Context: an optimization exercise on an open-source flow, tuned for small area, a short achievable clock period and few clock cycles per item. The choices shown serve that exercise and are no tape-out recipe.
Function was checked by simulation only, so behaviour that the tests miss may differ from the original.
Power figures rest on the tool's default switching activity, not on a simulated workload.

## round_robin_time_slice_scheduler
module round_robin_time_slice_scheduler #(
    parameter int MAX_TASKS = 8
) (
    input  logic        i_clk,
    input  logic        i_rst_n,
    input  logic        i_in_valid,
    output logic        o_in_ready,
    input  logic [1:0]  i_in_action,
    input  logic [2:0]  i_in_slot,
    input  logic [7:0]  i_in_burst,
    input  logic [15:0] i_in_arrival,
    output logic        o_out_valid,
    input  logic        i_out_ready,
    output logic [2:0]  o_out_ran_slot,
    output logic        o_out_idle,
    output logic        o_out_completed,
    output logic [15:0] o_out_completion_time,
    output logic        o_out_all_done,
    input  logic        psel,
    input  logic        penable,
    input  logic        pwrite,
    input  logic [2:0]  paddr,
    input  logic [31:0] pwdata,
    output logic [31:0] prdata,
    output logic        pready
);
    logic [7:0] r_quantum;
    logic [3:0] r_task_count;
    logic [7:0] r_prdata;
    logic       r_pready;
    logic       cfg_wr;
    logic       acc, exec, head_en, head_from_sk, sk_en;
    assign pready = r_pready;
    assign prdata = {24'd0, r_prdata};
  ...
clock: 10.0 ns
lec_check: 0
abc_area: 1
cap_margin: 20
core_margin: 2
core_utilization: 55
cts_cluster_diameter: 80
cts_cluster_size: 20
slew_margin: 20
tns_end_percent: 10
standard.sh (not shown) runs the stock make flow with config.mk's settings and CLKGATE_MAP_FILE= SYNTH_SCRIPT=/design/flow/synth_recipe.tcl, a recipe that flattens the netlist after the stock synthesis.
==> flow/flow/run.sh <==
#!/bin/bash
set -euo pipefail
bash standard.sh SETUP_SLACK_MARGIN=7 "BUFFER_PORTS_ARGS=-buffer_cell sky130_fd_sc_hd__buf_2" finish > standard_flow.log 2>&1
Testbench counts at the start, summed over its fixed seeds: cycles 6,637, items 6,509.
Rerun with:
--- a/flow/design.v
+++ b/flow/design.v
@@ -64,22 +64,22 @@
     input  logic [3:0]  i_task_count,
     input  logic        i_head_en,
     input  logic        i_head_from_sk,
     input  logic        i_sk_en,
     output logic [2:0]  o_ran_slot,
     output logic        o_idle,
     output logic        o_completed,
     output logic [15:0] o_ctime,
     output logic        o_all_done
 );
-    logic [7:0]  r_rem   [0:7];
-    logic [7:0]  r_burst [0:7];
+    logic [7:0]  r_nrem   [0:7];     
+    logic [7:0]  r_nburst [0:7];     
     logic [15:0] r_arr   [0:7];
     logic [7:0]  r_ready;
     logic [7:0]  r_nz;
     logic [7:0]  r_bnz;
     logic [7:0]  r_use;
     logic [2:0]  r_ptr;
     logic [2:0]  r_run;
     logic [7:0]  r_slice;
     logic        r_open;
     logic [1:0]  r_action;
@@ -105,38 +105,38 @@
     logic [2:0]  p, ptr_nxt;
     logic [7:0]  q_eff, qm1, slice_c, slice_inc;
     logic [15:0] time_inc, time_d;
     logic        due_same, due_inc, due_zero, due_d;
     logic        a_empty, a_last, ad_next;
     assign in_load = (i_action == rrts_pkg::ACT_LOAD);
     always_comb begin
         for (int i = 0; i < 8; i++) in_slot_oh[i] = (i_slot == 3'(i));
     end
     assign due_same = (i_arrival <= cur_time);
-    assign due_inc  = (i_arrival <= time_inc);
+    assign due_inc  = due_same || (i_arrival == time_inc);
     assign due_zero = (i_arrival == 16'd0);
     always_comb begin
         if (i_exec)              due_d = is_tick ? due_inc : is_rst ? due_zero : due_same;
         else if (i_head_from_sk) due_d = r_s_tinc ? due_inc : r_s_tzero ? due_zero : due_same;
         else                     due_d = due_same;
     end
     always_ff @(posedge i_clk) begin
         if (i_acc) begin
             r_action <= i_action;
             r_slot   <= i_slot;
             r_due    <= due_d;
         end
     end
     always_ff @(posedge i_clk) begin
         for (int i = 0; i < 8; i++) begin
             if (i_acc && in_load && in_slot_oh[i]) begin
-                r_burst[i] <= i_burst;
+                r_nburst[i] <= ~i_burst;
                 r_arr[i]   <= i_arrival;
             end
         end
     end
     always_ff @(posedge i_clk) begin
         if (!i_rst_n) begin
             r_bnz <= 8'd0;
         end else begin
             for (int i = 0; i < 8; i++) begin
                 if (i_acc && in_load && in_slot_oh[i]) r_bnz[i] <= (i_burst != 8'd0);
@@ -144,21 +144,21 @@
         end
     end
     always_ff @(posedge i_clk) begin
         for (int i = 0; i < 8; i++) r_use[i] <= (i_task_count > 4'(i));
     end
     assign is_load = (r_action == rrts_pkg::ACT_LOAD);
     assign is_tick = (r_action == rrts_pkg::ACT_TICK);
     assign is_rst  = (r_action == rrts_pkg::ACT_RESTART);
     always_comb begin
         for (int i = 0; i < 8; i++) begin
-            one[i]     = (r_rem[i] == 8'd1);
+            one[i]     = (r_nrem[i] == 8'hFE);
             run_oh[i]  = (r_run == 3'(i));
             slot_oh[i] = (r_slot == 3'(i));
             hi[i]      = (3'(i) >= r_ptr);
         end
     end
     assign act_m = r_use & r_nz;
     assign cand  = r_ready & act_m;
     assign cont  = r_open && ((run_oh & act_m) != 8'd0);
     always_comb begin
         logic [7:0] m;
@@ -211,22 +211,22 @@
         for (int i = 0; i < 8; i++) begin
             if (is_tick)      nz_next[i] = r_nz[i] && !(g[i] && one[i]);
             else if (is_load) nz_next[i] = slot_oh[i] ? r_bnz[i] : r_nz[i];
             else if (is_rst)  nz_next[i] = r_bnz[i];
             else              nz_next[i] = r_nz[i];
         end
     end
     always_ff @(posedge i_clk) begin
         if (i_exec) begin
             for (int i = 0; i < 8; i++) begin
-                if ((is_load && slot_oh[i]) || is_rst) r_rem[i] <= r_burst[i];
-                else if (is_tick && g[i])              r_rem[i] <= r_rem[i] - 8'd1;
+                if ((is_load && slot_oh[i]) || is_rst) r_nrem[i] <= r_nburst[i];
+                else if (is_tick && g[i])              r_nrem[i] <= r_nrem[i] + 8'd1;
                 if (is_load && slot_oh[i])             r_ready[i] <= r_due;
                 else if (is_rst)                       r_ready[i] <= (r_arr[i] == 16'd0);
                 else if (is_tick && (r_arr[i] == time_inc)) r_ready[i] <= 1'b1;
             end
         end
     end
     always_ff @(posedge i_clk) begin
         if (!i_rst_n) begin
             r_nz    <= 8'd0;
             r_ptr   <= 3'd0;
Result: Utilization decreases by 0.18 points; total power falls slightly; area after synthesis is lower slightly; worst setup slack got worse by 0.027 ns; final area fell slightly; global-route usage climbs by 0.48 points; fmax decreases slightly; wire length stays flat; synthesized cell count falls slightly.
Testbench counts after the change, summed over its fixed seeds: cycles 6,637, items 6,509.

==> separate check: timing with driven ports <==
The flow's constraints put no driver on any port. The routed layouts listed below were extracted and timed again, unchanged, in two steps.
Step 1 assumes that a clkbuf_16 drives the clock port and a buf_2 every other input.
Step 2, shift: input delay + t, output delay - t, t = (earliest + latest rising clock arrival at the registers) / 2. This alone moves slack from input paths to output paths.
Slacks: ideal / step 1 / step 2; pairs: ideal / step 1.
run | t, ns | setup WS [ns] | hold WS [ns] | worst slew at a driven data input, ns
the first run | 0.611 | 6.839 / 6.788 / 6.247 | 0.404 / 0.404 / 0.404 | 0.08
the second run | 0.599 | 6.812 / 6.757 / 6.269 | 0.423 / 0.423 / 0.423 | 0.09
After both steps every run listed still meets setup and hold. The setup slack of the first run, which loses most, moves by -0.051 ns with the drivers and by -0.592 ns with both steps.
